Source: an optimization exercise on an open RTL-to-GDS flow (aim: small area). Production flows keep margins and buffers that such runs may drop. Only simulation tests tie the RTL to the original design; equivalence was not proved. Power is estimated from default activity; no workload was simulated.

==> flow/design.v (excerpt) <==
module rv32i_mbox_reg_file
#(
  parameter int XLEN       = 32,
  parameter int NREGS      = 32,
  parameter int IN_BASE    = rv32i_rf_pkg::DEF_IN_BASE,
  parameter int N_IN       = rv32i_rf_pkg::DEF_N_IN,
  parameter int START_REG  = rv32i_rf_pkg::DEF_START_REG,
  parameter int RESULT_REG = rv32i_rf_pkg::DEF_RESULT_REG
) (
  input  logic                       clk,
  input  logic                       rst_n,
  input  logic [$clog2(NREGS)-1:0]   rs1_addr,
  input  logic [$clog2(NREGS)-1:0]   rs2_addr,
  output logic [XLEN-1:0]            rs1_data,
  output logic [XLEN-1:0]            rs2_data,
  input  logic                       rd_we,
  input  logic [$clog2(NREGS)-1:0]   rd_addr,
  input  logic [XLEN-1:0]            rd_data,
  input  logic                       req_valid,
  output logic                       req_ready,
  input  logic [N_IN*XLEN-1:0]       req_opnd,
  output logic                       res_valid,
  input  logic                       res_ready,
  output logic [XLEN-1:0]            res_data,
  output logic                       busy
);
For scale: ~220 I/O pins, about 39000 sq um of cells after synthesis.
Settings: LEC_CHECK=0, CAP_MARGIN=20, CELL_PAD_IN_SITES_DETAIL_PLACEMENT=1, CELL_PAD_IN_SITES_GLOBAL_PLACEMENT=1, CORE_MARGIN=2, CORE_UTILIZATION=40, PLACE_DENSITY=0.7, SLEW_MARGIN=20, SYNTH_HIERARCHICAL=1; clock period 6.0 ns.
standard.sh (not shown) runs the stock make flow with config.mk's settings and CLKGATE_MAP_FILE= SYNTH_SCRIPT=/design/flow/synth_recipe.tcl, a recipe that flattens the netlist after the stock synthesis.
==> flow/flow/run.sh <==
#!/bin/bash
set -e
export BUFFER_PORTS_ARGS="-buffer_cell sky130_fd_sc_hd__buf_1"
export CTS_ARGS="-sink_clustering_enable -repair_clock_nets -dont_use_dummy_load -buf_list {sky130_fd_sc_hd__clkbuf_8 sky130_fd_sc_hd__clkbuf_16} -root_buf sky130_fd_sc_hd__clkbuf_16 -tree_buf sky130_fd_sc_hd__clkbuf_16 -sink_clustering_buffer sky130_fd_sc_hd__clkbuf_8 -sink_clustering_size 16 -sink_clustering_max_diameter 80"
bash standard.sh > flow.log 2>&1
The starting point produced a clean layout.
Rerun with:
==> flow/run.sh (new file) <==
#!/bin/bash
# synth_recipe.tcl (not shown) runs the flow's synth.tcl, then flattens the netlist and writes it again
# the make line also repeats each setting of config.mk as NAME=value (left out here)
make -C /OpenROAD-flow-scripts/flow DESIGN_CONFIG=/design/flow/config.mk WORK_HOME=/design/flow/orfs CLKGATE_MAP_FILE= SYNTH_SCRIPT=/design/flow/synth_recipe.tcl finish
- CELL_PAD_IN_SITES_DETAIL_PLACEMENT: 1 -> not set
- CELL_PAD_IN_SITES_GLOBAL_PLACEMENT: 1 -> not set
- PLACE_DENSITY: 0.7 -> 0.6
removed: flow/flow/run.sh
removed: flow/standard.sh
What happened: The changed run completed and failed the layout checks on negative setup slack. Clock skew fell by 34 ps. Synthesized area does not change. First-iteration DRC count grows by 9.9%. Wire length fell by 9.3%. Worst hold slack gets better by 78 ps. Final cell count rose by 2.6%. Final area went up by 9.6%. Setup slack loses 620 ps.
Rerun with:
==> flow/flow/run.sh (new file) <==
#!/bin/bash
set -e
export BUFFER_PORTS_ARGS="-buffer_cell sky130_fd_sc_hd__buf_1"
export CTS_ARGS="-sink_clustering_enable -repair_clock_nets -dont_use_dummy_load -buf_list {sky130_fd_sc_hd__clkbuf_8 sky130_fd_sc_hd__clkbuf_16} -root_buf sky130_fd_sc_hd__clkbuf_16 -tree_buf sky130_fd_sc_hd__clkbuf_16 -sink_clustering_buffer sky130_fd_sc_hd__clkbuf_8 -sink_clustering_size 16 -sink_clustering_max_diameter 80"
bash standard.sh > flow.log 2>&1
==> flow/standard.sh (new file) <==
#!/bin/bash
# synth_recipe.tcl (not shown) runs the flow's synth.tcl, then flattens the netlist and writes it again
# the make line also repeats each setting of config.mk as NAME=value (left out here)
make -C /OpenROAD-flow-scripts/flow DESIGN_CONFIG=/design/flow/config.mk WORK_HOME=/design/flow/orfs CLKGATE_MAP_FILE= SYNTH_SCRIPT=/design/flow/synth_recipe.tcl "${@:-finish}"
- CELL_PAD_IN_SITES_DETAIL_PLACEMENT: not set -> 1
- CELL_PAD_IN_SITES_GLOBAL_PLACEMENT: not set -> 1
removed: flow/run.sh
The changed run went through all stages and came out clean.
Global-route usage is higher by 4.5 points.
Sequential share of layout area increases by 4.0 points.
Wire length rises by 12%.
Combinational power decreases by about 6%.
Rerun with:
- CAP_MARGIN: 20 -> 10
- CORE_UTILIZATION: 40 -> 45
- PLACE_DENSITY: 0.6 -> 0.7
- SLEW_MARGIN: 20 -> 10
Result: The new run completed without violations; power is about the same; non-clock buffer count rises by 4; via count rises by 1.3%; sequential cell count stays the same; clock skew rises by 11 ps; cell count falls by 2.7%; final area falls by 1.1%; register-to-register slack gets better by 710 ps; clock-buffer cell count does not change; sequential share of layout area rises by 0.53 points.
Rerun with:
- CORE_UTILIZATION: 45 -> 55
- PLACE_DENSITY: 0.7 -> 0.75
Power stays flat.
Fmax grows by a little under a tenth.
Flip-flop and latch count is unchanged.
Setup slack gains 480 ps.
Clock skew grows by 8.2 ps.
Non-clock buffer count shrinks by 7.

[afterwards: timing with drivers on the ports]
How much do the figures lean on ideal ports? The routed layouts below were timed once more, with nothing changed but the port constraints.
Step 1 (the two cells are an assumption about what drives the block):
set clk [get_ports {clk}]
set_driving_cell -lib_cell sky130_fd_sc_hd__clkbuf_16 $clk
set_driving_cell -lib_cell sky130_fd_sc_hd__buf_2 [delete_from_list [all_inputs] $clk]
Step 2, shift: input delay + t, output delay - t, t = (earliest + latest rising clock arrival at the registers) / 2. This alone moves slack from input paths to output paths.
a / b / c = no drivers / after step 1 / after step 2; a / b = the first two.
| run | t (ns) | slack for setup (ns) | hold WS [ns] | slew at the worst register clock pin (ns) |
|---|---|---|---|---|
| the first run | 0.699 | 0.551 / 0.523 / 0.523 | 0.393 / 0.342 / 0.479 | 0.11 / 0.11 |
| the second run | 0.770 | -0.067 / -0.098 / -0.098 | 0.471 / 0.471 / 0.471 | 0.07 / 0.07 |
| the third run | 0.712 | 0.612 / 0.581 / 0.581 | 0.475 / 0.475 / 0.475 | 0.11 / 0.11 |
| the fourth run | 0.699 | 0.105 / 0.081 / 0.081 | 0.472 / 0.472 / 0.472 | 0.11 / 0.11 |
| the fifth run | 0.679 | 0.584 / 0.559 / 0.559 | 0.476 / 0.476 / 0.476 | 0.12 / 0.12 |
